This is an optimization exercise on Yosys and OpenROAD, whose aim is small area, not a production implementation. Only simulation tests tie the RTL to the original design; equivalence was not proved. Power is estimated from default activity; no workload was simulated.

== the reference run ==
==> flow/design.v <==
module mipsPipeline (
    input  logic        clk,
    input  logic        rst_n,
    output logic [29:0] iCacheAddr,
    input  logic [31:0] iCacheRdata,
    input  logic        iCacheStall,
    output logic        dCacheRen,
    output logic        dCacheWen,
    output logic [29:0] dCacheAddr,
    output logic [31:0] dCacheWdata,
    input  logic [31:0] dCacheRdata,
    input  logic        dCacheStall
);
    logic [4:0]  ph;         
    logic        clr;        
    logic [29:0] pc;         
    logic [28:0] ir;         
    logic        irW;        
    logic        exV;        
    logic        ctPend;     
    logic        ldPend;     
    logic        stPend;     
    logic        wbEn;       
    logic [4:0]  wd;         
    logic        cy;         
    logic        eq;         
    logic [31:0] d;          
    logic [31:0] a;          
    wire bnd = (ph == 5'd0);
    wire [4:0] j = ph - 5'd1;    
    wire [5:0] iop    = iCacheRdata[31:26];
    wire [2:0] icls;
    assign icls[2] = (iop == 6'h23) | (iop == 6'h2b) | (iop == 6'h04) | (iop == 6'h02);
    assign icls[1] = (iop == 6'h00) | (iop == 6'h08) | (iop == 6'h04) | (iop == 6'h02);
    assign icls[0] = (iop == 6'h08) | (iop == 6'h2b) | (iop == 6'h02);
    wire [2:0] cls    = ir[28:26];
    wire [5:0] fn     = ir[5:0];
    wire       isR    = (cls == 3'b010);
    wire       isAddi = (cls == 3'b011);
    wire       isLw   = (cls == 3'b100);
    wire       isSw   = (cls == 3'b101);
    wire       isBeq  = (cls == 3'b110);
    wire       isJ    = (cls == 3'b111);
    wire       isMem  = cls[2] & ~cls[1];
    wire       isCtrl = cls[2] & cls[1];
    wire       fSub   = isR & (fn == 6'h22);
    wire       fAnd   = isR & (fn == 6'h24);
    wire       fOr    = isR & (fn == 6'h25);
    wire       fSlt   = isR & (fn == 6'h2a);
    wire [4:0] rs     = ir[25:21];
    wire [4:0] rt     = ir[20:16];
    logic [31:0] tap;
    logic        wbAct;
    logic        wbit;
    assign tap[0] = 1'b0;
    logic [3:0] weLo;
    logic [7:0] weHi;
    always_comb begin
        for (int i = 0; i < 4; i++) weLo[i] = clr | (wbAct & (wd[1:0] == i));
        for (int i = 0; i < 8; i++) weHi[i] = clr | (wd[4:2] == i);
    end
    logic [3:0] weLo2;
    logic [7:0] weHi2;
    always_comb begin
        for (int i = 0; i < 4; i++) weLo2[i] = wbAct & (wd[1:0] == i);
        for (int i = 0; i < 8; i++) weHi2[i] = (wd[4:2] == i);
    end
    wire wbitC = wbit;
    genvar k;
    generate
        for (k = 1; k < 32; k++) begin : g_reg
            logic [31:0] r;
            wire we = weLo2[k % 4] & weHi2[k / 4];
            always_ff @(posedge clk) begin
                r <= {r[30:0], we ? wbitC : (r[31] & ~clr)};
            end
            assign tap[k] = r[0];
        end
    endgenerate
    wire rsb = tap[rs];
    wire rtb = tap[rt];
    wire [4:0] isel = (!isJ && j > 5'd15) ? 5'd15 : j;
    wire [31:0] irx = {6'b0, ir[25:0]};
    wire immb = irx[isel];
    wire [31:0] pcx = {2'b0, pc};
    wire pcb = pcx[j];
    wire sub  = fSub | fSlt;
    wire jLow = (j <= 5'd25);
    wire opA  = isCtrl ? (pcb & ~(isJ & jLow)) : rsb;
    wire opB  = (isJ ? (jLow & immb) : (isR ? rtb : immb)) ^ sub;
    wire cin  = (ph == 5'd1) ? sub : cy;
    wire sum  = opA ^ opB ^ cin;
    wire cout = (opA & opB) | (opA & cin) | (opB & cin);
    wire slt  = (rsb ^ rtb) ? rsb : sum;
    logic res;
    always_comb begin
        if (fAnd)                        res = rsb & rtb;
        else if (fOr)                    res = rsb | rtb;
        else if (fSlt)                   res = 1'b0;
        else                             res = sum;
    end
    wire dIn = isSw ? rtb : res;
    wire pend      = ldPend | stPend;
    assign dCacheRen   = bnd & ((exV & isLw) | ldPend) & ~dCacheStall;
    assign dCacheWen   = bnd & ((exV & isSw) | stPend) & ~dCacheStall;
    assign dCacheAddr  = {pend ? a[0] : sum, a[31:3]};
    assign dCacheWdata = {pend ? d[0] : rtb, d[31:1]};
    wire loadServe = dCacheRen;
    wire loadCap   = bnd & ((exV & isLw) | ldPend);    
    wire memBlock  = dCacheStall & ((exV & isMem) | pend);
    wire wbNow = (exV & (isR | isAddi)) | loadServe;
    assign wbAct = bnd ? wbNow : wbEn;
    always_comb begin
        if (bnd & loadServe)             wbit = dCacheRdata[0];
        else if (bnd & exV & fSlt)       wbit = slt;
        else                             wbit = d[1];
    end
    wire jumpNow = bnd & exV & (isJ | (isBeq & eq & (rsb ~^ rtb)));
    wire fetch = ~iCacheStall & ~irW & (~exV | bnd) & ~ctPend;
    wire start = bnd & (fetch | irW) & ~memBlock & ~jumpNow;
    wire ctUpd = ctPend & (ph == 5'd1) & ~iCacheStall & ~clr;
    assign iCacheAddr = pc;
    logic [30:0] pcT;
    always_comb begin
        pcT[0] = fetch;
        for (int i = 0; i < 30; i++) pcT[i+1] = pcT[i] & pc[i];
    end
    always_ff @(posedge clk) pc <= ctUpd ? d[29:0] : pc ^ pcT[29:0];
    always_ff @(posedge clk) begin
        if (!rst_n) begin
            ph     <= '0;
            clr    <= 1'b1;
            irW    <= 1'b0;
            exV    <= 1'b0;
            ctPend <= 1'b1;
            ldPend <= 1'b0;
            stPend <= 1'b0;
            wbEn   <= 1'b0;
        end else begin
            ph  <= ph + 5'd1;
            if (ph == 5'd31) clr <= 1'b0;
            irW <= (fetch | irW) & ~start & ~jumpNow;
            if (bnd) exV <= start;
            ctPend <= (jumpNow | ctPend) & ~ctUpd;
            ldPend <= (bnd & exV & isLw & dCacheStall) | (ldPend & ~(bnd & ~dCacheStall));
            stPend <= (bnd & exV & isSw & dCacheStall) | (stPend & ~(bnd & ~dCacheStall));
            if (bnd) wbEn <= wbNow;
        end
    end
    always_ff @(posedge clk) begin
        if (fetch) ir <= {icls, iCacheRdata[25:0]};
        cy <= cout;
        if (exV) eq <= ((ph == 5'd1) | eq) & (rsb ~^ rtb);
        if (exV && ph == 5'd31) wd <= isR ? ir[15:11] : ir[20:16];
        a <= {exV ? sum : a[0], a[31:1]};
        if (loadCap) d <= dCacheRdata;
        else d <= {clr ? 1'b0 : exV ? dIn : d[0], d[31:1]};
    end
endmodule
clock: 7.5 ns
lec_check: 0
cap_margin: 20
core_margin: 2
core_utilization: 60
slew_margin: 20
standard.sh (not shown) runs the stock make flow with config.mk's settings and CLKGATE_MAP_FILE= SYNTH_SCRIPT=/design/flow/synth_recipe.tcl, a recipe that flattens the netlist after the stock synthesis.
==> flow/flow/run.sh <==
#!/bin/bash
# Standard ORFS layout, with smaller port buffers and a clock tree without dummy loads.
set -euo pipefail
bash standard.sh \
  "BUFFER_PORTS_ARGS=-buffer_cell sky130_fd_sc_hd__buf_1" \
  "CTS_ARGS=-sink_clustering_enable -repair_clock_nets -dont_use_dummy_load -buf_list sky130_fd_sc_hd__clkbuf_8 -sink_clustering_size 20 -sink_clustering_max_diameter 60" \
  finish > orfs_make.log 2>&1
Here is what was changed in the inputs of the trial run compared with the reference run.
==> flow/flow/run.sh <==
#!/bin/bash
# Standard ORFS layout, with smaller port buffers and a clock tree without dummy loads.
set -euo pipefail
bash standard.sh \
  "BUFFER_PORTS_ARGS=-buffer_cell sky130_fd_sc_hd__buf_1" \
  "CTS_ARGS=-sink_clustering_enable -repair_clock_nets -dont_use_dummy_load -buf_list sky130_fd_sc_hd__clkbuf_8 -sink_clustering_size 18 -sink_clustering_max_diameter 60" \
  finish > orfs_make.log 2>&1
## What came out
Between the reference run and the trial run, the total detailed-routing wirelength does not differ in any meaningful way. Between the reference run and the trial run, the number of logic stages on the critical path including buffering does not differ in any meaningful way. Relative to the reference run, the leakage power summed over all cells of the trial run is higher by about 0.37%. [compare] base=the reference run new=the trial run: fraction of met1 tracks used by global routing lower; minimum period implied by the final worst setup slack lower; area added between synthesis and finish higher; buffering overhead roughly the same. For summed area of non-filler cells in the final layout, the trial run and the reference run come out practically identical. Between the reference run and the trial run, the total global routing track utilization figures differ only marginally. Relative to the reference run, the clock buffer count from CTS measured on the trial run has increased by a little under 10%.

-- what the ideal ports hide --
In the flow no input, the clock included, has a driving cell. The finished layouts below were timed again as built, in two steps. Step 1 (the two cells are an assumption about what drives the block):
set clk [get_ports {clk}]
set_driving_cell -lib_cell sky130_fd_sc_hd__clkbuf_16 $clk
set_driving_cell -lib_cell sky130_fd_sc_hd__buf_2 [delete_from_list [all_inputs] $clk]
Step 2 also shifts input and output timing later by t, the mid clock arrival at the registers, as if the neighbouring blocks saw the same clock. Three values: no drivers, after step 1, after step 2; two values: the first two.
run	shift t [ns]	setup slack, ns	latest minus earliest clock arrival (ns)	worst slew at a driven data input, ns	cell pins on the clock port's net
the reference run	0.684	0.644 / 0.644 / 0.060	0.071 / 0.071	0.07	1
the trial run	0.677	0.658 / 0.658 / 0.073	0.097 / 0.097	0.07	1
After both steps setup and hold are still met in every run listed. For the trial run, which loses most, drivers alone change the setup slack by 0.000 ns; drivers and shift together by -0.585 ns.
